Background: an optimization exercise with open tools, aiming at small area, a short achievable clock period and few clock cycles. Do not read the settings as production practice.
RTL that was checked went through simulation tests only; none was proved equivalent to the original.
Function not checked in run 5: the RTL went through the layout flow alone.
Power and IR drop assume default switching activity.

==> flow/design.v <==
package wpbp_pkg;
    localparam int MAX_RADIUS_DEF = 31;
    localparam int PROB_BITS_DEF  = 16;
    localparam int RADIUS_W   = 5;
    localparam int THRESH_RESET = 32768;
    localparam logic [RADIUS_W-1:0] RADIUS_RESET = 5'd2;
    localparam int CFG_IDX_W = 1;
    typedef enum logic [CFG_IDX_W-1:0] {
        CFG_THRESHOLD = 1'b0,
        CFG_RADIUS    = 1'b1
    } t_cfg_idx;
endpackage
module wpbp_cell #(
    parameter int PROB_BITS = wpbp_pkg::PROB_BITS_DEF,
    parameter bit CMP       = 1'b1
) (
    input  logic                 i_clk,
    input  logic [PROB_BITS-1:0] i_nb_key,
    input  logic [PROB_BITS-1:0] i_new_key,
    output logic [PROB_BITS-1:0] o_key,
    output logic                 o_gt
);
    localparam int LV = $clog2(PROB_BITS);
    localparam int NP = 1 << LV;
    logic [PROB_BITS-1:0] r_key;
    always_ff @(posedge i_clk) begin
        r_key <= i_nb_key;
    end
    assign o_key = r_key;
    logic [LV:0][NP-1:0] w_g;
    logic [LV:0][NP-1:0] w_p;
    for (genvar i = 0; i < NP; i++) begin : g_bit
        if (i < PROB_BITS) begin : g_in
            assign w_g[0][i] = i_new_key[i] && !r_key[i];
            assign w_p[0][i] = i_new_key[i] || !r_key[i];
        end else begin : g_pad
            assign w_g[0][i] = 1'b0;
            assign w_p[0][i] = 1'b1;
        end
    end
    for (genvar l = 0; l < LV; l++) begin : g_lvl
        for (genvar i = 0; i < (NP >> (l + 1)); i++) begin : g_node
            assign w_g[l+1][i] = w_g[l][2*i+1] || (w_p[l][2*i+1] && w_g[l][2*i]);
            assign w_p[l+1][i] = w_p[l][2*i+1] && w_p[l][2*i];
        end
        for (genvar i = (NP >> (l + 1)); i < NP; i++) begin : g_unused
            assign w_g[l+1][i] = 1'b0;
            assign w_p[l+1][i] = 1'b0;
        end
    end
    assign o_gt = CMP && w_g[LV][0];
endmodule
module windowed_peak_boundary_picker_core #(
    parameter int MAX_RADIUS = wpbp_pkg::MAX_RADIUS_DEF,
    parameter int PROB_BITS  = wpbp_pkg::PROB_BITS_DEF,
    localparam int CFG_W     = (PROB_BITS > wpbp_pkg::RADIUS_W) ? PROB_BITS
                                                                 : wpbp_pkg::RADIUS_W
) (
    input  logic                            i_clk,
    input  logic                            i_rst_n,
    input  logic                            i_cfg_we,
    input  logic [wpbp_pkg::CFG_IDX_W-1:0]  i_cfg_idx,
    input  logic [CFG_W-1:0]                i_cfg_data,
    input  logic                            i_in_valid,
    output logic                            o_in_stall,
    input  logic [PROB_BITS-1:0]            i_prob,
    input  logic                            i_barrier,
    input  logic                            i_valid_req,
    input  logic                            i_seq_last,
    output logic                            o_out_valid,
    input  logic                            i_out_stall,
    output logic                            o_boundary,
    output logic                            o_seq_end,
    output logic                            o_run_end
);
    localparam int NS = MAX_RADIUS;           
    localparam int NC = 10;  
    localparam int NG = (NS + NC - 1) / NC;   
    localparam int RW = wpbp_pkg::RADIUS_W;
    localparam int PW = PROB_BITS;
    localparam logic [RW-1:0] NONE = '1;      
    logic [PW-1:0] r_thresh;
    logic [RW-1:0] r_radius;
    logic [RW-1:0] w_radius_wr;
    assign w_radius_wr = (i_cfg_data[RW-1:0] > RW'(MAX_RADIUS)) ? RW'(MAX_RADIUS)
                                                                : i_cfg_data[RW-1:0];
    always_ff @(posedge i_clk) begin
        if (!i_rst_n) begin
            r_thresh <= PW'(wpbp_pkg::THRESH_RESET);
            r_radius <= wpbp_pkg::RADIUS_RESET;
        end else if (i_cfg_we) begin
            case (i_cfg_idx)
                wpbp_pkg::CFG_THRESHOLD: r_thresh <= i_cfg_data[PW-1:0];
                wpbp_pkg::CFG_RADIUS:    r_radius <= w_radius_wr;
                default:                 r_thresh <= r_thresh;
            endcase
        end
    end
    logic          r_hold;                    
    logic          r_stall;                   
    logic          w_en;
    logic          w_acc, w_top;
    logic [PW-1:0] w_key;
    logic [RW-1:0] r_lim;                     
    logic [RW-1:0] r_tidx;                    
    logic [RW-1:0] r_rot;                     
    logic          r_pass;                    
    logic          r_abad, r_acb;             
    logic          b_v, b_top, b_pass, b_last, b_rel, b_blk;
    logic [NC-1:0] b_lok;
    logic          b_abad, b_acb;
    logic [RW-1:0] b_lim;
    logic          c_v, c_top;
    logic [RW-1:0] c_s;
    logic          q0_v, q1_v;
    logic [RW-1:0] q0_rem, q1_rem;
    logic          q0_hv, q1_hv;
    logic [RW-1:0] q0_hit, q1_hit;
    logic          q0_seq, q1_seq;
    logic          o_v, o_b, o_se, o_re;
    assign w_en = !r_hold;
    assign w_acc = i_in_valid && !r_stall;
    assign w_top = !i_valid_req || i_barrier;
    assign w_key = i_prob | {PW{w_top}};
    logic [NS:0][PW-1:0] w_k;
    logic [NS-1:0] w_gt;
    logic [NC-1:0] w_lok;
    assign w_k[0]  = w_acc ? w_key : w_k[NS];
    for (genvar j = 0; j < NS; j++) begin : g_slot
        wpbp_cell #(
            .PROB_BITS (PW),
            .CMP       (j < NC)
        ) u_slot (
            .i_clk     (i_clk),
            .i_nb_key  (w_k[j]),
            .i_new_key (i_prob),
            .o_key     (w_k[j+1]),
            .o_gt      (w_gt[j])
        );
    end
    for (genvar j = 0; j < NC; j++) begin : g_lok
        assign w_lok[j] = (RW'(j) >= r_lim) || w_gt[j];
    end
    logic w_need, w_pstart, w_grp_bad, w_grp_cb;
    always_comb begin
        w_grp_bad = 1'b0;
        w_grp_cb  = 1'b0;
        for (int g = 1; g < NG; g++) begin
            if (r_rot == RW'(NS - g * NC + 1)) begin
                for (int j = 0; j < NC; j++) begin
                    if (g * NC + j < NS) begin
                        if ((RW'(g * NC + j) < r_lim) && !b_lok[j]) w_grp_bad = 1'b1;
                        if ((c_s == RW'(g * NC + j)) && b_lok[j])   w_grp_cb  = 1'b1;
                    end
                end
            end
        end
    end
    assign w_need   = (r_lim > RW'(NC));
    assign w_pstart = !r_pass && i_in_valid && w_need && !b_v && (r_rot == RW'(1));
    always_ff @(posedge i_clk) begin
        if (!i_rst_n || w_acc || !i_in_valid) begin
            r_pass <= 1'b0;
        end else if (w_pstart) begin
            r_pass <= 1'b1;
        end
    end
    always_ff @(posedge i_clk) begin
        if (w_pstart) begin
            r_abad <= 1'b0;
            r_acb  <= 1'b0;
        end else if (r_pass) begin
            r_abad <= r_abad || w_grp_bad;
            r_acb  <= r_acb  || w_grp_cb;
        end
    end
    always_ff @(posedge i_clk) begin
        if (!i_rst_n) begin
            r_lim  <= '0;
            r_tidx <= NONE;
        end else if (w_acc) begin
            if (i_seq_last) begin
                r_lim  <= '0;
                r_tidx <= NONE;
            end else begin
                r_lim  <= (r_lim >= r_radius) ? r_radius : r_lim + RW'(1);
                r_tidx <= w_top ? '0 : (r_tidx == NONE) ? NONE : r_tidx + RW'(1);
            end
        end
    end
    always_ff @(posedge i_clk) begin
        if (!i_rst_n) begin
            r_rot <= '0;
        end else if (w_acc || r_rot == RW'(NS - 1)) begin
            r_rot <= '0;
        end else begin
            r_rot <= r_rot + RW'(1);
        end
    end
    always_ff @(posedge i_clk) begin
        if (!i_rst_n) begin
            b_v <= 1'b0;
        end else if (w_en) begin
            b_v <= w_acc;
        end
    end
    always_ff @(posedge i_clk) begin
        if (w_en) begin
            b_top  <= w_top;
            b_pass <= i_valid_req && (i_barrier || (i_prob >= r_thresh));
            b_last <= i_seq_last;
            b_rel  <= (r_lim == r_radius);
            b_blk  <= (r_tidx < r_lim);
            b_lok  <= w_lok;
            b_abad <= r_pass && r_abad;
            b_acb  <= r_pass && r_acb;
            b_lim  <= r_lim;
        end
    end
    logic          w_left_ok, w_newc, w_beaten, w_alive, w_r0, w_relc;
    logic          w_ev, w_push;
    logic [RW-1:0] w_ev_rem, w_ev_hit;
    logic          w_ev_hv, w_ev_seq;
    assign w_r0      = (r_radius == '0);
    assign w_left_ok = b_top ? !b_blk : (&b_lok && !b_abad);
    assign w_newc    = b_pass && w_left_ok;
    assign w_beaten  = b_top ? !c_top : (c_s < RW'(NC)) ? b_lok[c_s] : b_acb;
    assign w_alive   = c_v && !w_beaten;
    assign w_relc    = w_alive && (c_s == r_radius - RW'(1));
    assign w_ev      = b_v && (b_last || b_rel);
    assign w_push    = w_en && w_ev;
    always_comb begin
        if (b_last) begin
            w_ev_rem = b_lim;
            w_ev_hv  = w_newc || w_alive;
            w_ev_hit = w_newc ? '0 : c_s + RW'(1);
            w_ev_seq = 1'b1;
        end else begin
            w_ev_rem = '0;
            w_ev_hv  = w_r0 ? w_newc : w_relc;
            w_ev_hit = '0;
            w_ev_seq = 1'b0;
        end
    end
    always_ff @(posedge i_clk) begin
        if (!i_rst_n) begin
            c_v <= 1'b0;
        end else if (w_en && b_v) begin
            if (b_last) begin
                c_v <= 1'b0;
            end else if (w_newc && !w_r0) begin
                c_v <= 1'b1;
            end else if (!(w_alive && !w_relc)) begin
                c_v <= 1'b0;
            end
        end
    end
    always_ff @(posedge i_clk) begin
        if (w_en && b_v) begin
            if (w_newc) begin
                c_s   <= '0;
                c_top <= b_top;
            end else begin
                c_s   <= c_s + RW'(1);
            end
        end
    end
    logic w_out_free, w_emit, w_pop, w_to_q0;
    logic n_q0_v, n_q1_v;
    assign w_out_free = !o_v || !i_out_stall;
    assign w_emit     = q0_v && w_out_free;
    assign w_pop      = w_emit && (q0_rem == '0);
    assign w_to_q0    = !q0_v || (w_pop && !q1_v);
    always_comb begin
        n_q0_v = q0_v;
        n_q1_v = q1_v;
        if (w_pop) begin
            n_q0_v = q1_v;
            n_q1_v = 1'b0;
        end
        if (w_push) begin
            if (w_to_q0) n_q0_v = 1'b1;
            else         n_q1_v = 1'b1;
        end
    end
    always_ff @(posedge i_clk) begin
        if (!i_rst_n) begin
            q0_v <= 1'b0;
            q1_v <= 1'b0;
        end else begin
            q0_v <= n_q0_v;
            q1_v <= n_q1_v;
        end
    end
    always_ff @(posedge i_clk) begin
        if (w_push && w_to_q0) begin
            q0_rem <= w_ev_rem;
            q0_hv  <= w_ev_hv;
            q0_hit <= w_ev_hit;
            q0_seq <= w_ev_seq;
        end else if (w_pop) begin
            q0_rem <= q1_rem;
            q0_hv  <= q1_hv;
            q0_hit <= q1_hit;
            q0_seq <= q1_seq;
        end else if (w_emit) begin
            q0_rem <= q0_rem - RW'(1);
        end
        if (w_push && !w_to_q0) begin
            q1_rem <= w_ev_rem;
            q1_hv  <= w_ev_hv;
            q1_hit <= w_ev_hit;
            q1_seq <= w_ev_seq;
        end
    end
    logic n_b_v, n_b_ev, n_hold, n_aligned, n_need, n_pass;
    logic [RW-1:0] n_lim;
    assign n_b_v     = w_en ? w_acc : b_v;
    assign n_b_ev    = w_en ? (i_seq_last || (r_lim == r_radius)) : (b_last || b_rel);
    assign n_hold    = n_b_v && n_b_ev && n_q1_v;
    assign n_aligned = w_acc ? 1'b1 : (r_lim == '0) || (r_rot == RW'(NS - 1));
    assign n_lim     = !w_acc ? r_lim :
                       i_seq_last ? '0 :
                       (r_lim >= r_radius) ? r_radius : r_lim + RW'(1);
    assign n_need    = (n_lim > RW'(NC));
    assign n_pass    = !w_acc && i_in_valid && (r_pass || w_pstart);
    always_ff @(posedge i_clk) begin
        if (!i_rst_n) begin
            r_hold  <= 1'b0;
            r_stall <= 1'b0;
        end else begin
            r_hold  <= n_hold;
            r_stall <= n_hold || !n_aligned || (n_need && !n_pass);
        end
    end
    always_ff @(posedge i_clk) begin
        if (!i_rst_n) begin
            o_v <= 1'b0;
        end else if (w_out_free) begin
            o_v <= q0_v;
        end
    end
    always_ff @(posedge i_clk) begin
        if (w_emit) begin
            o_b  <= q0_hv && (q0_rem == q0_hit);
            o_re <= (q0_rem == '0);
            o_se <= q0_seq && (q0_rem == '0);
        end else begin
            o_b  <= o_b  && o_v && i_out_stall;
            o_re <= o_re && o_v && i_out_stall;
            o_se <= o_se && o_v && i_out_stall;
        end
    end
    assign o_in_stall  = r_stall;
    assign o_out_valid = o_v;
    assign o_boundary  = o_b;
    assign o_seq_end   = o_se;
    assign o_run_end   = o_re;
endmodule
==> flow/run.sh <==
#!/bin/bash
# synth_recipe.tcl (not shown) runs the flow's synth.tcl, then flattens the netlist and writes it again
# the make line also repeats each setting of config.mk as NAME=value (left out here)
make -C /OpenROAD-flow-scripts/flow DESIGN_CONFIG=/design/flow/config.mk WORK_HOME=/design/flow/orfs CLKGATE_MAP_FILE= SYNTH_SCRIPT=/design/flow/synth_recipe.tcl finish
==> flow/config.mk <==
export PLATFORM = sky130hd
export DESIGN_NAME = windowed_peak_boundary_picker_core
export DESIGN_NICKNAME = windowed_peak_boundary_picker_core
export VERILOG_FILES = /design/flow/design.v
export SDC_FILE = /design/flow/constraint.sdc
export NUM_CORES = 4
export LEC_CHECK = 0
export ABC_AREA = 1
export CAP_MARGIN = 20
export CORE_MARGIN = 2
export CORE_UTILIZATION = 80
export CTS_CLUSTER_DIAMETER = 120
export CTS_CLUSTER_SIZE = 24
export PLACE_DENSITY = 0.88
export SETUP_SLACK_MARGIN = 3.8
export SLEW_MARGIN = 20
==> flow/constraint.sdc <==
create_clock -name core_clock -period 6.0 [get_ports {i_clk}]
set_input_delay 1.2000 -clock core_clock [delete_from_list [all_inputs] [get_ports {i_clk}]]
set_output_delay 1.2000 -clock core_clock [all_outputs]
set_load 0.01 [all_outputs]
==> impl_metrics.py, run 1 <==
metrics = {
    "status": {
        "status": "stopped before the end",
        "stop_stage": "global routing",
        "tool.error": "[ERROR GRT-0232] Routing congestion too high. Check the congestion heatmap in the GUI.",
    },
    "logic_synthesis": {
        "synth_seq_area_share_pct": 68.0,
        "synth_xor_area_share_pct": 0.811,
        "syn_area_mm2": 0.0184,
        "synthMuxAreaShare_pct": 0,
        "synth-edff-count": 52,
        "ys_types": 45,
        "ys_warn_count": 3,
        "synth_top_area_share_pct": 59.4,
        "ys_top_cells_by_area": "dfxtp_1 (59%), edfxtp_1 (8.5%), nand2_1 (6.7%), inv_1 (3.9%), o21ai_0 (3.1%)",
        "synth_top_family_by_area": "simple AND/OR/NAND/NOR gates",
        "synth_fa_ha_area_share_pct": 2.73,
        "synth-compound-area-share_pct": 10.4,
        "synth_top_area_cell": "dfxtp_1",
        "ys_async_sr_fraction_pct": 0,
        "avgSynthCellArea_um2": 10.3,
        "synthCells": 1777,
        "yosys.area_share.simple_pct": 12.7,
        "ys_ff_latch": 597,
        "yosys_most_used_dff": "dfxtp_1",
        "syn_nets": 1858,
    },
    "sta": {
        "crit_endpoint": "o_in_stall",
        "worst_path_end_type": "top-level output",
    },
    "clock_network": {
        "cts_inserted_buffers": 28,
        "clk_path_buf_depth": 3,
        "h-tree-depth": 1,
        "root_buffer": "clkbuf_16",
        "ctsHoldBuffers": 0,
        "cts.sinks": 597,
    },
    "placed_design": {
        "io_buffers": 45,
        "routabilityCongestion": 0.980,
        "hpwl_um": 31500,
        "place_ws_ns": 2.30,
        "place_area_mm2": 0.0190,
    },
    "die": {
        "io_pins": 46,
        "rows": 55,
        "die_w_um": 155,
        "initial_utilization_pct": 81.3,
        "die_h_um": 155,
    },
    "global_route": {
        "grt_max_degree": 27,
        "grt_usage_pct": 77.7,
        "grt_overflow_total": 264,
    },
}
==> power by group through the flow <==
stage	clock network (W)	logic (W)	registers (W)
CTS	0.00203	0.00104	0.00513
detailed placement	0	0.000869	0.00517
global placement	0	0.000788	0.00511
floorplan	0	0.000623	0.00499
==> routing by layer <==
layer | GRT overflow | GRT usage [%]
met4 | 113 | 80.9
met1 | 4 | 76.0
met5 | 0 | 23.6
met2 | 142 | 95.8
met3 | 5 | 61.4
==> per-stage QoR <==
step                std cells  power [W]  hold slack (ns)  utilization, %
CTS                      2154    0.00820            0.329            90.5
global placement         2058    0.00590            0.310            84.1
floorplan                1777    0.00561            0.310               -
detailed placement       2058    0.00604            0.312            84.1
==> cells in the mapped netlist, drive strengths merged, types with 2 or more instances <==
library cell and count:
a211oi 5, a21oi 91, a221oi 4, a31oi 2, a32o 3, buf 23, clkbuf 26, dfxtp 545
edfxtp 52, ha 40, inv 197, nand2 335, nand3 100, nand4 9, nor2 78, nor3 9
nor4 2, o2111ai 13, o211ai 23, o21a 2, o21ai 131, o221ai 4, o22ai 44, o31ai 2
or2 14, xnor2 5, xor2 12
==> cells by family after synthesis <==
group	count (synthesis)
DFF	597
buffers and inverters	246
AOI/OAI and AO/OA	328
xor gates and xnor gates	17
and+or+nand+nor	549
adders and majority gates	40
==> worst min-delay path by stage <==
stage	end	slack [ns]	cells past startpoint
CTS	g_slot[24].u_slot.r_key[14]$_DFF_P_	0.33	0
detailed placement	g_slot[12].u_slot.r_key[4]$_DFF_P_	0.31	0
global placement	g_slot[29].u_slot.r_key[11]$_DFF_P_	0.31	0
floorplan	g_slot[11].u_slot.r_key[0]$_DFF_P_	0.31	0
==> timing repair <==
action,in CTS
setup buffers,43
cloned,15
gates resized for setup,186
pin swaps,15
endpoints found under the setup margin,110
Testbench counts, summed over its fixed seeds: cycles 32,550.
==> run 2, diff against run 1 <==
--- a/flow/config.mk
+++ b/flow/config.mk
@@ -8,9 +8,9 @@
 export ABC_AREA = 1
 export CAP_MARGIN = 20
 export CORE_MARGIN = 2
-export CORE_UTILIZATION = 80
+export CORE_UTILIZATION = 70
 export CTS_CLUSTER_DIAMETER = 120
 export CTS_CLUSTER_SIZE = 24
-export PLACE_DENSITY = 0.88
+export PLACE_DENSITY = 0.8
 export SETUP_SLACK_MARGIN = 3.8
 export SLEW_MARGIN = 20
==> run 2 against run 1 <==
  * Now clean on timing, DRC and antenna
  * Synthesized cell count unchanged
  * Area after synthesis unchanged
==> impl_metrics.py, run 2 <==
metrics = {
    "critical_path": {
        "crit_path_end_kind": "primary output",
        "r2r-end": "r_stall$_SDFF_PN0_",
        "r2r_start": "r_lim[0]$_SDFF_PN0_",
        "critPathSlowestCell": "dfxtp_4",
        "crit_fanout": 2,
        "crit_arrival_ns": 1.07,
        "worst-path-buf-inv": 1,
        "crit_family": "flip-flops",
        "crit_cells": 1,
        "startpoint_type": "register",
        "crit_path_cell_trace": "buf_6",
        "critPathMaxStageDelay_ns": 0.37,
        "critPathLaunch": "r_stall$_SDFF_PN0_",
        "critPathKind": "reg -> out",
        "cp-endpoint": "o_in_stall",
        "reg2reg_depth": 15,
        "critPathRequiredTime_ns": 4.80,
        "r2r_slack_ns": 3.85,
    },
    "placed_design": {
        "hpwl_um": 25200,
        "io_buffers": 45,
        "place_ws_ns": 2.52,
        "routabilityCongestion": 0.943,
    },
    "die": {
        "io_pins": 46,
        "rows": 59,
        "die_area_mm2": 0.0275,
        "initial_utilization_pct": 70.8,
        "die_h_um": 166,
        "die_w_um": 166,
        "core_area_mm2": 0.0259,
    },
    "detailed_routing": {
        "drtAntennaViolNets": 0,
        "vias": 12400,
        "first_pass_iters": 6,
        "drc": 0,
        "routedWlPerCell_um": 18.0,
        "vias_per_cell": 5.68,
        "drt_iter0_drc": 1466,
        "drt-total-wl_um": 39500,
    },
    "global_route": {
        "grt_pass1_wl_um": 61400,
        "grt_use_met1_pct": 38.9,
        "grt_use_met2_pct": 45.6,
        "met3_usage_pct": 2.91,
        "grt_max_degree": 27,
        "grt_overflow_total": 0,
        "antenna_found_initial": 1,
        "top_usage_layer": "met2",
        "grt_usage_pct": 27.8,
        "grt_pass1_vias": 11600,
    },
    "power_and_ir_drop": {
        "switchingPower_w": 0.00209,
        "p_sw_share_pct": 26.1,
        "clkPwrFrac_pct": 25.1,
        "peakVddDrop_v": 0.000382,
        "seqPwrFrac_pct": 63.4,
        "internal_power_w": 0.00592,
        "p_total_w": 0.00801,
        "p_leak_nw": 8.85,
        "power_density_mw_per_mm2": 394,
        "power_frac_comb_pct": 11.5,
    },
    "sta": {
        "hold_viol": 0,
        "fin_crit_sh_pct": 37.8,
        "fin_setup_tns_ns": 0,
        "period_minus_slack_ns": 2.27,
        "worst_slew_pin_slew_ns": 1.09,
        "slew_headroom_pct": 27.1,
        "drv_slew": 0,
        "fin_skew_ns": 0.0181,
        "setup_ws_ns": 3.73,
        "rsz0062_at_grt": "yes",
        "setup_viol": 0,
        "clock.fmax_mhz": 441,
    },
    "worst_hold_path": {
        "hp-class": "reg -> reg",
        "holdPathStages": 0,
    },
    "cells_and_area": {
        "nets": 1930,
        "layout_common_cells": "dfxtp_1 (536), nand2_1 (324), inv_1 (171), o21ai_0 (99), nand3_1 (98)",
        "postLayoutCoreUtil_pct": 78.5,
        "seq_area_mm2": 0.0125,
        "fillers": 1603,
        "largest_reg_flops": 496,
        "layout-drive-gt1-share_pct": 10.5,
        "final_common_cell": "dfxtp_1",
        "reg.largest.list": "g_slot.u_slot.r_key: 496 flops, r_thresh: 16 flops, b_lok: 10 flops",
        "syn_to_final_growth_pct": 10.9,
        "multiInputGateArea_mm2": 0.00511,
        "regMostFlops": "g_slot.u_slot.r_key",
    },
    "logic_synthesis": {
        "synth_most_common_cell": "dfxtp_1",
        "synth-edff-count": 52,
        "synth_seq_area_share_pct": 68.0,
        "ys_types": 45,
        "yosys-top-cells-count": "dfxtp_1 (545), nand2_1 (329), inv_1 (190)",
        "synthCells": 1777,
        "ys_warn_count": 3,
        "avgSynthCellArea_um2": 10.3,
        "syn_nets": 1858,
        "ys_async_sr_fraction_pct": 0,
        "ys_ff_latch": 597,
        "syn_area_mm2": 0.0184,
        "ys_top_cells_by_area": "dfxtp_1 (59%), edfxtp_1 (8.5%), nand2_1 (6.7%), inv_1 (3.9%), o21ai_0 (3.1%)",
        "synth_top_area_share_pct": 59.4,
        "synth_top_area_cell": "dfxtp_1",
        "yosys_most_used_dff": "dfxtp_1",
    },
    "clock_network": {
        "clock_latency_ns": 0.58,
        "clk_path_buf_depth": 3,
        "h-tree-depth": 1,
        "cts_inserted_buffers": 28,
        "clkTransAtPathRegs_ns": 0.10,
        "root_buffer": "clkbuf_16",
        "cts.sinks": 597,
        "cts_tree": "built",
    },
    "job": {
        "max_cap_viol_count": 0,
    },
    "status": {
        "status": "no timing/DRC/antenna violations",
    },
}
[run 2: cell counts after synthesis]
Identical to the previous run, type by type.
[run 2: kinds of logic (layout without fill, tap and decap cells)]
| logic type | count (synthesis) | count (layout) | share of synthesized area [%] |
|---|---|---|---|
| flops | 597 | 597 | 68.0 |
| simple gates | 549 | 551 | 12.7 |
| compound gates | 328 | 328 | 10.4 |
| buf+inv | 246 | 324 | 5.40 |
| fa+ha+maj | 40 | 40 | 2.73 |
| xor+xnor | 17 | 17 | 0.811 |
| other cells | 0 | 1 | 0 |
[run 2: final cells by class]
type | count | area share, %
antenna | 1 | 0.0123
clock buffer | 36 | 3.59
clock inverter | 2 | 0.105
inverter | 197 | 4.01
multi-input combinational | 936 | 25.1
sequential | 597 | 61.4
tap | 335 | 2.06
timing repair buffer | 72 | 3.08
timing repair inverter | 17 | 0.609
[run 2: worst min path at each step]
| stage | startpoint | end | slack, ns |
|---|---|---|---|
| final | g_slot[27].u_slot.r_key[12]$_DFF_P_ | g_slot[28].u_slot.r_key[12]$_DFF_P_ | 0.33 |
| after global routing | g_slot[27].u_slot.r_key[12]$_DFF_P_ | g_slot[28].u_slot.r_key[12]$_DFF_P_ | 0.33 |
| after CTS | g_slot[27].u_slot.r_key[12]$_DFF_P_ | g_slot[28].u_slot.r_key[12]$_DFF_P_ | 0.33 |
| after detailed placement | g_slot[15].u_slot.r_key[11]$_DFF_P_ | g_slot[16].u_slot.r_key[11]$_DFF_P_ | 0.31 |
| after global placement | g_slot[12].u_slot.r_key[2]$_DFF_P_ | g_slot[13].u_slot.r_key[2]$_DFF_P_ | 0.31 |
| after floorplan | g_slot[10].u_slot.r_key[0]$_DFF_P_ | g_slot[11].u_slot.r_key[0]$_DFF_P_ | 0.31 |
[run 2: repair_timing]
item | 4_1_cts | 5_1_grt
pin swaps | 5 | 10
setup endpoints to repair | 105 | 66
resized for setup | 120 | 66
endpoints found under the hold margin | 0 | 0
setup buffers | 13 | 14
cloned | 16 | 3
hold buffers | 0 | 0
[run 2: power by group through the flow]
stage | clock network, W | logic, W | registers, W
2_1_floorplan | 0 | 0.000623 | 0.00499
3_3_place_gp | 0 | 0.000787 | 0.00512
3_5_place_dp | 0 | 0.000816 | 0.00514
4_1_cts | 0.00204 | 0.000869 | 0.00507
5_1_grt | 0.00218 | 0.00102 | 0.00514
6_report | 0.00201 | 0.000922 | 0.00507
[run 2: routing by layer]
layer / up-vias / wire length (um)
met5: - / 0
met4: 0 / 1610
met3: 101 / 2620
met2: 528 / 18400
met1: 5845 / 16900
li1: 5972 / -
[run 2: per-stage QoR]
stage	instances	instance area (um^2)	hold WS (ns)
after floorplan	1777	18500	0.310
after global placement	2108	19000	0.310
after detailed placement	2108	19000	0.312
after CTS	2175	20100	0.328
after global routing	2193	20300	0.331
final	2193	20300	0.326
==> run 3, diff against run 2 <==
--- a/flow/config.mk
+++ b/flow/config.mk
@@ -12,5 +12,5 @@
 export CTS_CLUSTER_DIAMETER = 120
 export CTS_CLUSTER_SIZE = 24
 export PLACE_DENSITY = 0.8
-export SETUP_SLACK_MARGIN = 3.8
+export SETUP_SLACK_MARGIN = 3.9
 export SLEW_MARGIN = 20
==> run 3 against run 2 <==
  * Sequential power barely moved
  * Via count increased by 2.2%
  * Sequential share of layout area shrank 1.0 points
  * Global-route usage rose by 1.9 points
  * Highest routed layer unchanged
  * Die area unchanged
  * Clock-buffer cell count unchanged
  * Largest cell class unchanged
  * Hold slack better by 0.0019 ns
  * Fmax shrank 0.22%
  * Total power up 1.3%
==> impl_metrics.py, run 3 <==
metrics = {
    "detailed_routing": {
        "routedWlPerCell_um": 19.4,
        "drc": 0,
        "drtAntennaViolNets": 0,
        "first_pass_iters": 5,
        "drt_iter0_drc": 1236,
        "vias": 12700,
        "vias_per_cell": 5.77,
        "drt-total-wl_um": 42800,
    },
    "die": {
        "rows": 59,
        "die_h_um": 166,
        "core_area_mm2": 0.0259,
        "initial_utilization_pct": 70.8,
        "die_w_um": 166,
        "io_pins": 46,
        "die_area_mm2": 0.0275,
    },
    "logic_synthesis": {
        "syn_area_mm2": 0.0184,
        "synth_most_common_cell": "dfxtp_1",
        "yosys-top-cells-count": "dfxtp_1 (545), nand2_1 (329), inv_1 (190)",
        "synth_top_area_cell": "dfxtp_1",
        "ys_types": 45,
        "ys_async_sr_fraction_pct": 0,
        "ys_ff_latch": 597,
        "synthCells": 1777,
        "yosys_most_used_dff": "dfxtp_1",
        "ys_top_cells_by_area": "dfxtp_1 (59%), edfxtp_1 (8.5%), nand2_1 (6.7%), inv_1 (3.9%), o21ai_0 (3.1%)",
        "ys_warn_count": 3,
        "avgSynthCellArea_um2": 10.3,
        "synth_seq_area_share_pct": 68.0,
        "syn_nets": 1858,
        "synth_top_area_share_pct": 59.4,
        "synth-edff-count": 52,
    },
    "critical_path": {
        "critPathRequiredTime_ns": 4.80,
        "crit_cells": 1,
        "reg2reg_depth": 15,
        "crit_fanout": 2,
        "critPathKind": "reg -> out",
        "startpoint_type": "register",
        "crit_path_end_kind": "primary output",
        "critPathSlowestCell": "dfxtp_4",
        "critPathMaxStageDelay_ns": 0.37,
        "crit_path_cell_trace": "buf_6",
        "worst-path-buf-inv": 1,
        "crit_arrival_ns": 1.07,
        "crit_family": "flip-flops",
    },
    "clock_network": {
        "clock_latency_ns": 0.58,
        "clk_path_buf_depth": 3,
        "h-tree-depth": 1,
        "cts.sinks": 597,
        "cts_inserted_buffers": 28,
        "root_buffer": "clkbuf_16",
        "cts_tree": "built",
        "clkTransAtPathRegs_ns": 0.10,
    },
    "global_route": {
        "grt_use_met1_pct": 39.5,
        "top_usage_layer": "met2",
        "grt_use_met2_pct": 49.6,
        "antenna_found_initial": 1,
        "grt_pass1_wl_um": 65500,
        "grt_max_degree": 27,
        "met3_usage_pct": 4.43,
        "grt_usage_pct": 29.7,
        "grt_overflow_total": 0,
        "grt_pass1_vias": 12400,
    },
    "power_and_ir_drop": {
        "switchingPower_w": 0.00215,
        "clkPwrFrac_pct": 25.1,
        "power_frac_comb_pct": 12.2,
        "peakVddDrop_v": 0.000429,
        "power_density_mw_per_mm2": 392,
        "p_sw_share_pct": 26.5,
        "internal_power_w": 0.00597,
        "seqPwrFrac_pct": 62.7,
        "p_total_w": 0.00812,
        "p_leak_nw": 9.00,
    },
    "cells_and_area": {
        "regMostFlops": "g_slot.u_slot.r_key",
        "largest_reg_flops": 496,
        "layout-drive-gt1-share_pct": 12.7,
        "final_common_cell": "dfxtp_1",
        "final-instance-count-excl-fill": 2206,
        "layout_common_cells": "dfxtp_1 (536), nand2_1 (315), inv_1 (168), nand3_1 (99), o21ai_0 (84)",
        "syn_to_final_growth_pct": 12.7,
        "reg.largest.list": "g_slot.u_slot.r_key: 496 flops, r_thresh: 16 flops, b_lok: 10 flops",
        "nets": 1944,
    },
    "placed_design": {
        "routabilityCongestion": 0.920,
        "io_buffers": 45,
        "dpl.cell_count": 2108,
        "hpwl_um": 26300,
    },
    "sta": {
        "worst_slew_pin_slew_ns": 0.979,
        "fin_setup_tns_ns": 0,
        "slew_headroom_pct": 34.6,
        "hold_ws_ns": 0.327,
        "fin_crit_sh_pct": 37.9,
        "hold_viol": 0,
        "fin_skew_ns": 0.0237,
        "clock.fmax_mhz": 440,
        "setup_viol": 0,
        "drv_slew": 0,
        "rsz0062_at_grt": "yes",
        "period_minus_slack_ns": 2.27,
    },
    "worst_hold_path": {
        "hp-class": "reg -> reg",
        "holdPathStages": 0,
    },
    "status": {
        "status": "no timing/DRC/antenna violations",
    },
    "job": {
        "max_cap_viol_count": 0,
    },
}
## run 3: changes by cell type in the layout (fill, tap and decap cells not counted), moves of 5 or more
cell	before	now
a21oi_2	3	9
ha_1	36	30
nand2_1	324	315
nand2_2	5	13
o21ai_1	30	42
buf_12	2	7
buf_4	23	37
clkinvlp_4	28	14
o21ai_0	99	84
a21oi_1	88	82
## run 3: power by group through the flow
stage	Sequential, W	Combinational (W)	Clock [W]
after floorplan	0.00499	0.000637	0
after global placement	0.00512	0.000798	0
after detailed placement	0.00515	0.000832	0
after CTS	0.00508	0.000910	0.00205
after global routing	0.00515	0.00109	0.00219
final	0.00509	0.000988	0.00204
## run 3: timing repair
| action | in CTS | in global routing |
|---|---|---|
| cloned | 12 | 3 |
| setup buffers | 24 | 21 |
| gates resized for setup | 139 | 75 |
| endpoints found under the setup margin | 110 | 75 |
| hold buffers | 0 | 0 |
| pin swaps | 10 | 13 |
## run 3: per-layer routing
metal / vias up / share of wire (%)
met2: 573 / 48
li1: 6011 / -
met5: - / 0
met4: 0 / 3.9
met1: 6015 / 41
met3: 127 / 7.2
## run 3: cell type report
class / instances / area (um^2)
antenna: 1 / 2.50
clock buffer: 36 / 752
clock inverter: 1 / 5.00
fill: 1550 / 5230
inverter: 197 / 818
multi-input combinational: 937 / 5270
sequential: 597 / 12500
tap: 335 / 419
timing repair buffer: 91 / 852
timing repair inverter: 11 / 70.1
## run 3: per-stage QoR
stage / area [um^2] / setup WS, ns / util (%)
2_1_floorplan: 18600 / 3.64 / -
3_3_place_gp: 19100 / 2.49 / 73.7
3_5_place_dp: 19100 / 2.43 / 73.7
4_1_cts: 20300 / 3.72 / 78.4
5_1_grt: 20700 / 3.71 / 79.8
6_report: 20700 / 3.73 / 79.8
## run 3: final timing paths
check                                     startpoint                                  to  slack [ns]
hold / removal    g_slot[15].u_slot.r_key[5]$_DFF_P_  g_slot[16].u_slot.r_key[5]$_DFF_P_        0.33
hold reg to reg   g_slot[15].u_slot.r_key[5]$_DFF_P_  g_slot[16].u_slot.r_key[5]$_DFF_P_        0.33
setup / recovery                  r_stall$_SDFF_PN0_                          o_in_stall        3.73
setup reg to reg                 r_lim[0]$_SDFF_PN0_                  r_stall$_SDFF_PN0_        3.88
## run 3: logic make-up (layout without fill, tap and decap cells)
logic type / count (synthesis) / in the layout / share of synthesized area (%)
AND/OR/NAND/NOR: 549 / 552 / 12.7
other: 0 / 1 / 0
adder cells (fa/ha/maj): 40 / 40 / 2.73
AO/OA/AOI/OAI: 328 / 328 / 10.4
flip-flops: 597 / 597 / 68.0
XOR/XNOR: 17 / 17 / 0.811
buffers and inverters: 246 / 336 / 5.40
==> run 4, diff against run 3 <==
--- a/flow/config.mk
+++ b/flow/config.mk
@@ -9,8 +9,8 @@
 export CAP_MARGIN = 20
 export CORE_MARGIN = 2
 export CORE_UTILIZATION = 70
-export CTS_CLUSTER_DIAMETER = 120
-export CTS_CLUSTER_SIZE = 24
+export CTS_CLUSTER_DIAMETER = 80
+export CTS_CLUSTER_SIZE = 16
 export PLACE_DENSITY = 0.8
-export SETUP_SLACK_MARGIN = 3.9
+export SETUP_SLACK_MARGIN = 3.8
 export SLEW_MARGIN = 20
==> run 4 against run 3 <==
  * Register-to-register slack worse by 0.10 ns
  * Non-clock buffer count shrank 4
  * Cell count is 1.0% higher
  * Synthesized cell count unchanged
  * Global-route usage up 0.074 points
  * Wire length fell by 2.2%
  * First-iteration DRC count grew 18%
  * Critical path type is now in -> reg
  * Sequential power hardly changed
  * Clock skew down 0.0052 ns
  * Setup slack about the same
==> impl_metrics.py, run 4 <==
metrics = {
    "detailed_routing": {
        "first_pass_iters": 7,
        "drc": 0,
        "vias": 12700,
        "drt-total-wl_um": 41800,
        "routedWlPerCell_um": 18.8,
        "vias_per_cell": 5.71,
        "drt_iter0_drc": 1460,
        "drtAntennaViolNets": 0,
    },
    "logic_synthesis": {
        "ys_ff_latch": 597,
        "ys_async_sr_fraction_pct": 0,
        "synth_seq_area_share_pct": 68.0,
        "syn_nets": 1858,
        "synthCells": 1777,
        "yosys_most_used_dff": "dfxtp_1",
        "syn_area_mm2": 0.0184,
        "synth_top_area_share_pct": 59.4,
        "synth_top_area_cell": "dfxtp_1",
        "ys_top_cells_by_area": "dfxtp_1 (59%), edfxtp_1 (8.5%), nand2_1 (6.7%), inv_1 (3.9%), o21ai_0 (3.1%)",
        "avgSynthCellArea_um2": 10.3,
        "synth-edff-count": 52,
        "ys_types": 45,
        "yosys-top-cells-count": "dfxtp_1 (545), nand2_1 (329), inv_1 (190)",
        "synth_most_common_cell": "dfxtp_1",
        "ys_warn_count": 3,
    },
    "global_route": {
        "antenna_found_initial": 2,
        "grt_pass1_vias": 12400,
        "grt_overflow_total": 0,
        "grt_usage_pct": 29.7,
        "grt_max_degree": 27,
        "grt_pass1_wl_um": 65400,
    },
    "critical_path": {
        "r2r_start": "q0_rem[0]$_DFFE_PP_",
        "r2r-end": "q0_rem[3]$_DFFE_PP_",
        "crit_fanout": 10,
        "startpoint_type": "primary input",
        "critPathRequiredTime_ns": 6.42,
        "crit_path_end_kind": "register",
        "r2r_slack_ns": 3.78,
        "reg2reg_depth": 12,
        "crit_arrival_ns": 2.69,
        "critPathKind": "in -> reg",
    },
    "sta": {
        "fin_setup_tns_ns": 0,
        "fin_crit_sh_pct": 37.9,
        "hold_viol": 0,
        "rsz0062_at_grt": "yes",
        "fin_skew_ns": 0.0184,
        "drv_slew": 0,
        "clock.fmax_mhz": 440,
        "period_minus_slack_ns": 2.27,
        "worst_slew_pin_slew_ns": 1.07,
        "slew_headroom_pct": 28.6,
        "setup_viol": 0,
    },
    "clock_network": {
        "clkTransAtPathRegs_ns": 0.07,
        "cts_inserted_buffers": 43,
        "clock_latency_ns": 0.55,
        "clk_path_buf_depth": 3,
        "h-tree-depth": 2,
        "cts.sinks": 597,
        "root_buffer": "clkbuf_16",
        "cts_tree": "built",
    },
    "die": {
        "die_w_um": 166,
        "io_pins": 46,
        "core_area_mm2": 0.0259,
        "rows": 59,
        "die_area_mm2": 0.0275,
        "die_h_um": 166,
        "initial_utilization_pct": 70.8,
    },
    "cells_and_area": {
        "regMostFlops": "g_slot.u_slot.r_key",
        "reg.largest.list": "g_slot.u_slot.r_key: 496 flops, r_thresh: 16 flops, b_lok: 10 flops",
        "largest_reg_flops": 496,
        "final_common_cell": "dfxtp_1",
        "fillers": 1513,
        "layout-drive-gt1-share_pct": 12.4,
        "multiInputGateArea_mm2": 0.00517,
        "syn_to_final_growth_pct": 14.1,
        "nets": 1962,
        "seq_area_mm2": 0.0125,
        "layout_common_cells": "dfxtp_1 (536), nand2_1 (323), inv_1 (172), nand3_1 (98), o21ai_0 (92)",
    },
    "worst_hold_path": {
        "hp-class": "reg -> reg",
        "hold_end": "g_slot[17].u_slot.r_key[7]$_DFF_P_",
        "holdPathStages": 0,
        "hp-start": "g_slot[16].u_slot.r_key[7]$_DFF_P_",
    },
    "power_and_ir_drop": {
        "p_leak_nw": 9.14,
        "peakVddDrop_v": 0.000465,
        "p_total_w": 0.00866,
        "power_density_mw_per_mm2": 414,
    },
    "status": {
        "status": "no timing/DRC/antenna violations",
    },
    "placed_design": {
        "routabilityCongestion": 0.943,
        "io_buffers": 45,
        "hpwl_um": 25200,
    },
    "job": {
        "max_cap_viol_count": 0,
    },
}
-- run 4: changes by cell type in the layout (fill, tap and decap cells not counted), moves of 6 or more --
cell        delta
nand2_2        -6
clkinvlp_4    +12
o21ai_0        +8
o21ai_1        -7
nand2_1        +8
clkbuf_16     +14
buf_12         -6
-- run 4: worst max-delay path by stage --
stage,startpoint,cells after the start,endpoint
after global placement,i_in_valid,13,r_stall$_SDFF_PN0_
after CTS,i_in_valid,9,r_stall$_SDFF_PN0_
after floorplan,i_out_stall,8,q0_hit[0]$_DFFE_PP_
after global routing,q0_rem[0]$_DFFE_PP_,12,q0_rem[3]$_DFFE_PP_
final,i_prob[2],9,b_lok[3]$_DFFE_PN_
after detailed placement,i_in_valid,13,r_stall$_SDFF_PN0_
-- run 4: final cells by class --
| class | count | share of cell area, % |
|---|---|---|
| multi-input cells | 937 | 24.7 |
| repair inverters | 18 | 0.603 |
| clock inverters | 2 | 0.221 |
| well taps | 335 | 2.00 |
| flip-flops and latches | 597 | 59.6 |
| clock buffers | 55 | 5.45 |
| inverters | 197 | 3.86 |
| diodes | 1 | 0.0119 |
| repair buffers | 87 | 3.52 |
-- run 4: worst max-delay path, stage by stage --
cell and delay, ns:
buf_2 0.23, clkinvlp_4 0.25, nor2_1 0.22, nand2_1 0.09, nand3_1 0.13, a21oi_1 0.09
o22ai_1 0.27, nand3_1 0.12, nand3_1 0.08
-- run 4: what timing repair did --
item                                    CTS  global route
endpoints found under the setup margin  105            84
gates resized for setup                 139            70
pin swaps                                 6            13
setup buffers                            24            18
hold buffers                              0             0
cloned                                   18             3
-- run 4: where the power goes --
part	internal, W	leakage, nW	switching, W
clock network	0.00134	0.574	0.00128
logic	0.000357	3.48	0.000599
registers	0.00472	5.09	0.000366
total	0.00642	9.14	0.00225
-- run 4: logic make-up (layout without fill, tap and decap cells) --
group | Yosys count | in the layout | synth area share (%)
other | 0 | 1 | 0
DFF | 597 | 597 | 68.0
and+or+nand+nor | 549 | 552 | 12.7
adders and majority gates | 40 | 40 | 2.73
xor gates and xnor gates | 17 | 17 | 0.811
AOI/OAI and AO/OA | 328 | 328 | 10.4
buffers and inverters | 246 | 359 | 5.40
-- run 4: stage by stage --
stage / util, % / hold WS [ns] / area (um^2) / instances / setup WS (ns)
after floorplan: - / 0.310 / 18500 / 1777 / 3.64
after global placement: 73.5 / 0.310 / 19000 / 2108 / 2.54
after detailed placement: 73.5 / 0.312 / 19000 / 2108 / 2.52
after CTS: 79.8 / 0.325 / 20700 / 2207 / 3.67
after global routing: 80.8 / 0.323 / 20900 / 2229 / 3.68
final: 80.8 / 0.323 / 20900 / 2229 / 3.73
-- run 4: routing by layer --
metal  up-vias  share of wire (%)  GRT usage [%]
li1       6066                  -              -
met1      5975                 41           39.9
met5         -                  0              0
met2       572                 47           48.3
met3       115                7.2           4.67
met4         0                4.3           13.3
==> run 5, diff against run 4 <==
--- a/flow/design.v
+++ b/flow/design.v
@@ -27,28 +27,18 @@
         r_key <= i_nb_key;
     end
     assign o_key = r_key;
-    logic [LV:0][NP-1:0] w_g;
-    logic [LV:0][NP-1:0] w_p;
-    for (genvar i = 0; i < NP; i++) begin : g_bit
-        if (i < PROB_BITS) begin : g_in
-            assign w_g[0][i] = i_new_key[i] && !r_key[i];
-            assign w_p[0][i] = i_new_key[i] || !r_key[i];
-        end else begin : g_pad
-            assign w_g[0][i] = 1'b0;
-            assign w_p[0][i] = 1'b1;
-        end
+    logic [PROB_BITS-1:0] w_gtb, w_geb, w_t;
+    logic [PROB_BITS:0]   w_allge;
+    logic                 w_gt;
+    assign w_gtb = i_new_key & ~r_key;
+    assign w_geb = i_new_key | ~r_key;
+    assign w_allge[PROB_BITS] = 1'b1;
+    for (genvar i = PROB_BITS - 1; i >= 0; i--) begin : g_ge
+        assign w_allge[i] = w_allge[i+1] && w_geb[i];
     end
-    for (genvar l = 0; l < LV; l++) begin : g_lvl
-        for (genvar i = 0; i < (NP >> (l + 1)); i++) begin : g_node
-            assign w_g[l+1][i] = w_g[l][2*i+1] || (w_p[l][2*i+1] && w_g[l][2*i]);
-            assign w_p[l+1][i] = w_p[l][2*i+1] && w_p[l][2*i];
-        end
-        for (genvar i = (NP >> (l + 1)); i < NP; i++) begin : g_unused
-            assign w_g[l+1][i] = 1'b0;
-            assign w_p[l+1][i] = 1'b0;
-        end
-    end
-    assign o_gt = CMP && w_g[LV][0];
+    assign w_t  = w_gtb & w_allge[PROB_BITS:1];
+    assign w_gt = |w_t;
+    assign o_gt = CMP && w_gt;
 endmodule
 module windowed_peak_boundary_picker_core #(
     parameter int MAX_RADIUS = wpbp_pkg::MAX_RADIUS_DEF,
--- a/flow/config.mk
+++ b/flow/config.mk
@@ -9,8 +9,8 @@
 export CAP_MARGIN = 20
 export CORE_MARGIN = 2
 export CORE_UTILIZATION = 70
-export CTS_CLUSTER_DIAMETER = 80
-export CTS_CLUSTER_SIZE = 16
+export CTS_CLUSTER_DIAMETER = 120
+export CTS_CLUSTER_SIZE = 24
 export PLACE_DENSITY = 0.8
 export SETUP_SLACK_MARGIN = 3.8
 export SLEW_MARGIN = 20
==> run 5 against run 4 <==
  * Synthesized cell count shrank 0.39%
  * Combinational power shrank 22%
  * Via count shrank 3.4%
  * Register-to-register slack gained 0.10 ns
  * Clock power shrank 23%
  * Utilization shrank 1.7 points
==> impl_metrics.py, run 5 <==
metrics = {
    "status": {
        "status": "no timing/DRC/antenna violations",
    },
    "cells_and_area": {
        "largest_reg_flops": 496,
        "regMostFlops": "g_slot.u_slot.r_key",
        "final_common_cell": "dfxtp_1",
        "syn_to_final_growth_pct": 12.1,
        "layout-drive-gt1-share_pct": 11.0,
        "final-instance-count-excl-fill": 2193,
        "reg.largest.list": "g_slot.u_slot.r_key: 496 flops, r_thresh: 16 flops, b_lok: 10 flops",
        "layout_common_cells": "dfxtp_1 (534), nand2_1 (336), inv_1 (161), nor2_1 (106), o21ai_0 (82)",
        "nets": 1930,
        "num_antenna_cells": 0,
    },
    "logic_synthesis": {
        "ys_ff_latch": 597,
        "synth_top_area_share_pct": 59.8,
        "synth-edff-count": 52,
        "yosys-top-cells-count": "dfxtp_1 (545), nand2_1 (345), inv_1 (176)",
        "synth_most_common_cell": "dfxtp_1",
        "synth_seq_area_share_pct": 68.4,
        "syn_area_mm2": 0.0182,
        "ys_warn_count": 3,
        "ys_async_sr_fraction_pct": 0,
        "avgSynthCellArea_um2": 10.3,
        "syn_nets": 1851,
        "ys_types": 49,
        "synth_top_area_cell": "dfxtp_1",
        "ys_top_cells_by_area": "dfxtp_1 (60%), edfxtp_1 (8.6%), nand2_1 (7.1%), inv_1 (3.6%), ha_1 (2.7%)",
        "synthCells": 1770,
        "yosys_most_used_dff": "dfxtp_1",
    },
    "placed_design": {
        "place_ws_ns": 2.36,
        "hpwl_um": 25600,
        "routabilityCongestion": 0.892,
        "io_buffers": 45,
        "dpl.cell_count": 2109,
    },
    "detailed_routing": {
        "drt-total-wl_um": 39600,
        "drtAntennaViolNets": 0,
        "drt_iter0_drc": 1225,
        "vias_per_cell": 5.61,
        "drc": 0,
        "first_pass_iters": 6,
        "routedWlPerCell_um": 18.0,
        "vias": 12300,
    },
    "critical_path": {
        "critPathMaxStageDelay_ns": 0.37,
        "critPathSlowestCell": "dfxtp_4",
        "worst-path-buf-inv": 1,
        "reg2reg_depth": 14,
        "crit_path_cell_trace": "buf_6",
        "crit_path_end_kind": "primary output",
        "crit_family": "flip-flops",
        "critPathRequiredTime_ns": 4.80,
        "r2r-end": "r_stall$_SDFF_PN0_",
        "critPathKind": "reg -> out",
        "startpoint_type": "register",
        "crit_arrival_ns": 1.07,
        "r2r_slack_ns": 3.88,
        "r2r_start": "r_radius[2]$_SDFFE_PN0P_",
        "crit_fanout": 2,
    },
    "power_and_ir_drop": {
        "p_sw_share_pct": 25.0,
        "seqPwrFrac_pct": 63.7,
        "power_density_mw_per_mm2": 373,
        "internal_power_w": 0.00572,
        "p_leak_nw": 8.94,
        "clkPwrFrac_pct": 26.6,
        "peakVddDrop_v": 0.000372,
        "power_frac_comb_pct": 9.7,
        "switchingPower_w": 0.00191,
    },
    "sta": {
        "fin_crit_sh_pct": 37.8,
        "hold_viol": 0,
        "setup_viol": 0,
        "fin_skew_ns": 0.0175,
        "drv_slew": 0,
        "setup_ws_ns": 3.73,
        "period_minus_slack_ns": 2.27,
        "fin_setup_tns_ns": 0,
        "rsz0062_at_grt": "yes",
        "clock.fmax_mhz": 440,
        "slew_headroom_pct": 64.3,
        "worst_slew_pin_slew_ns": 0.535,
    },
    "global_route": {
        "grt_usage_pct": 28.7,
        "grt_max_degree": 27,
        "antenna_found_initial": 0,
        "grt_overflow_total": 0,
        "grt_pass1_wl_um": 60800,
        "grt_pass1_vias": 11800,
    },
    "clock_network": {
        "cts_tree": "built",
        "cts.sinks": 597,
        "cts_inserted_buffers": 28,
        "clkTransAtPathRegs_ns": 0.10,
        "ctsHoldBuffers": 0,
        "clock_latency_ns": 0.59,
        "root_buffer": "clkbuf_16",
        "clk_path_buf_depth": 3,
        "h-tree-depth": 1,
    },
    "worst_hold_path": {
        "hold_end": "g_slot[19].u_slot.r_key[15]$_DFF_P_",
        "hp-start": "g_slot[18].u_slot.r_key[15]$_DFF_P_",
        "hp-class": "reg -> reg",
        "holdPathStages": 0,
    },
    "die": {
        "initial_utilization_pct": 70.6,
        "core_area_mm2": 0.0258,
        "rows": 59,
        "die_w_um": 165,
        "io_pins": 46,
        "die_h_um": 165,
        "die_area_mm2": 0.0274,
    },
    "job": {
        "max_cap_viol_count": 0,
    },
}
==> run 5: cell types whose count changed in the layout (fill, tap and decap cells not counted), sizes merged, moves of 10 or more <==
cell,delta
nand3,-56
clkbuf,-19
o21bai,+11
o211ai,-13
a22o,+11
clkinvlp,-13
a21oi,-10
nor2,+39
o21ai,-10
o2111ai,-10
nand2,+10
nor3,+19
==> run 5: metal layers <==
layer	vias up	routed length [um]	global-route usage [%]
met4	0	1700	11.0
met5	-	0	0
met1	5723	16200	36.6
met2	512	19300	50.4
li1	5940	-	-
met3	124	2380	3.17
==> run 5: logic make-up after synthesis <==
kind of cell / synth area share, %
AO/OA/AOI/OAI: 10.1
buffers and inverters: 4.95
adder cells (fa/ha/maj): 2.74
multiplexers: 0.0549
AND/OR/NAND/NOR: 12.8
flip-flops: 68.4
XOR/XNOR: 0.865
==> run 5: through the flow <==
step	hold WS [ns]	util (%)	cell area (um^2)	power, W
final	0.327	79.1	20400	0.00762
after floorplan	0.310	-	18500	0.00530
after detailed placement	0.312	74.2	19200	0.00558
after global routing	0.328	79.1	20400	0.00792
after global placement	0.310	74.2	19200	0.00554
after CTS	0.328	78.5	20300	0.00761
==> run 5: power groups by stage <==
stage / Clock [W] / Sequential, W / Combinational, W
2_1_floorplan: 0 / 0.00480 / 0.000500
3_3_place_gp: 0 / 0.00490 / 0.000636
3_5_place_dp: 0 / 0.00492 / 0.000662
4_1_cts: 0.00206 / 0.00485 / 0.000701
5_1_grt: 0.00219 / 0.00490 / 0.000822
6_report: 0.00203 / 0.00485 / 0.000741
==> run 5: layout make-up <==
type / instances / area, um^2
multi-input combinational: 939 / 5170
sequential: 597 / 12500
fill: 1589 / 5400
clock buffer: 37 / 734
timing repair inverter: 7 / 50.0
tap: 335 / 419
inverter: 194 / 815
clock inverter: 2 / 35.0
timing repair buffer: 82 / 727
==> run 5: worst max path at each step <==
stage          depth (start not counted)  slack, ns                 end                 from
2_1_floorplan                         12       3.61  b_lok[6]$_DFFE_PN_            i_prob[1]
3_5_place_dp                          13       2.36  r_stall$_SDFF_PN0_           i_in_valid
5_1_grt                               14       3.67  r_stall$_SDFF_PN0_  r_lim[2]$_SDFF_PN0_
4_1_cts                               12       3.70  r_stall$_SDFF_PN0_  r_lim[0]$_SDFF_PN0_
3_3_place_gp                          13       2.40  r_stall$_SDFF_PN0_           i_in_valid
6_report                               1       3.73          o_in_stall   r_stall$_SDFF_PN0_
==> run 5: timing repair <==
item,in CTS,in global routing
setup endpoints to repair,91,37
setup buffers,28,7
gates cloned,8,1
pin swaps,4,7
resized for setup,117,61

[what the ideal ports hide]
How much do the figures lean on ideal ports? The routed layouts below were timed once more, with nothing changed but the port constraints.
Step 1 (the two cells are an assumption about what drives the block):
set clk [get_ports {i_clk}]
set_driving_cell -lib_cell sky130_fd_sc_hd__clkbuf_16 $clk
set_driving_cell -lib_cell sky130_fd_sc_hd__buf_2 [delete_from_list [all_inputs] $clk]
Step 2 moves the port delays by t, midway between the first and last clock arrival at a register: inputs arrive t later, outputs are due t later. That takes back most of the time a late clock gives input paths.
a / b / c = ideal / step 1 / step 2; a / b = the first two.
run | shift t [ns] | setup WS [ns] | worst setup path after step 2
run 2 | 0.627 | 3.733 / 3.683 / 3.232 | input to register
run 3 | 0.621 | 3.728 / 3.679 / 3.277 | input to register
run 4 | 0.594 | 3.728 / 3.713 / 3.165 | input to register
run 5 | 0.637 | 3.730 / 3.676 / 3.104 | input to register
After both steps setup and hold are still met in every run listed. For run 5, which loses most, drivers alone change the setup slack by -0.054 ns; drivers and shift together by -0.626 ns.
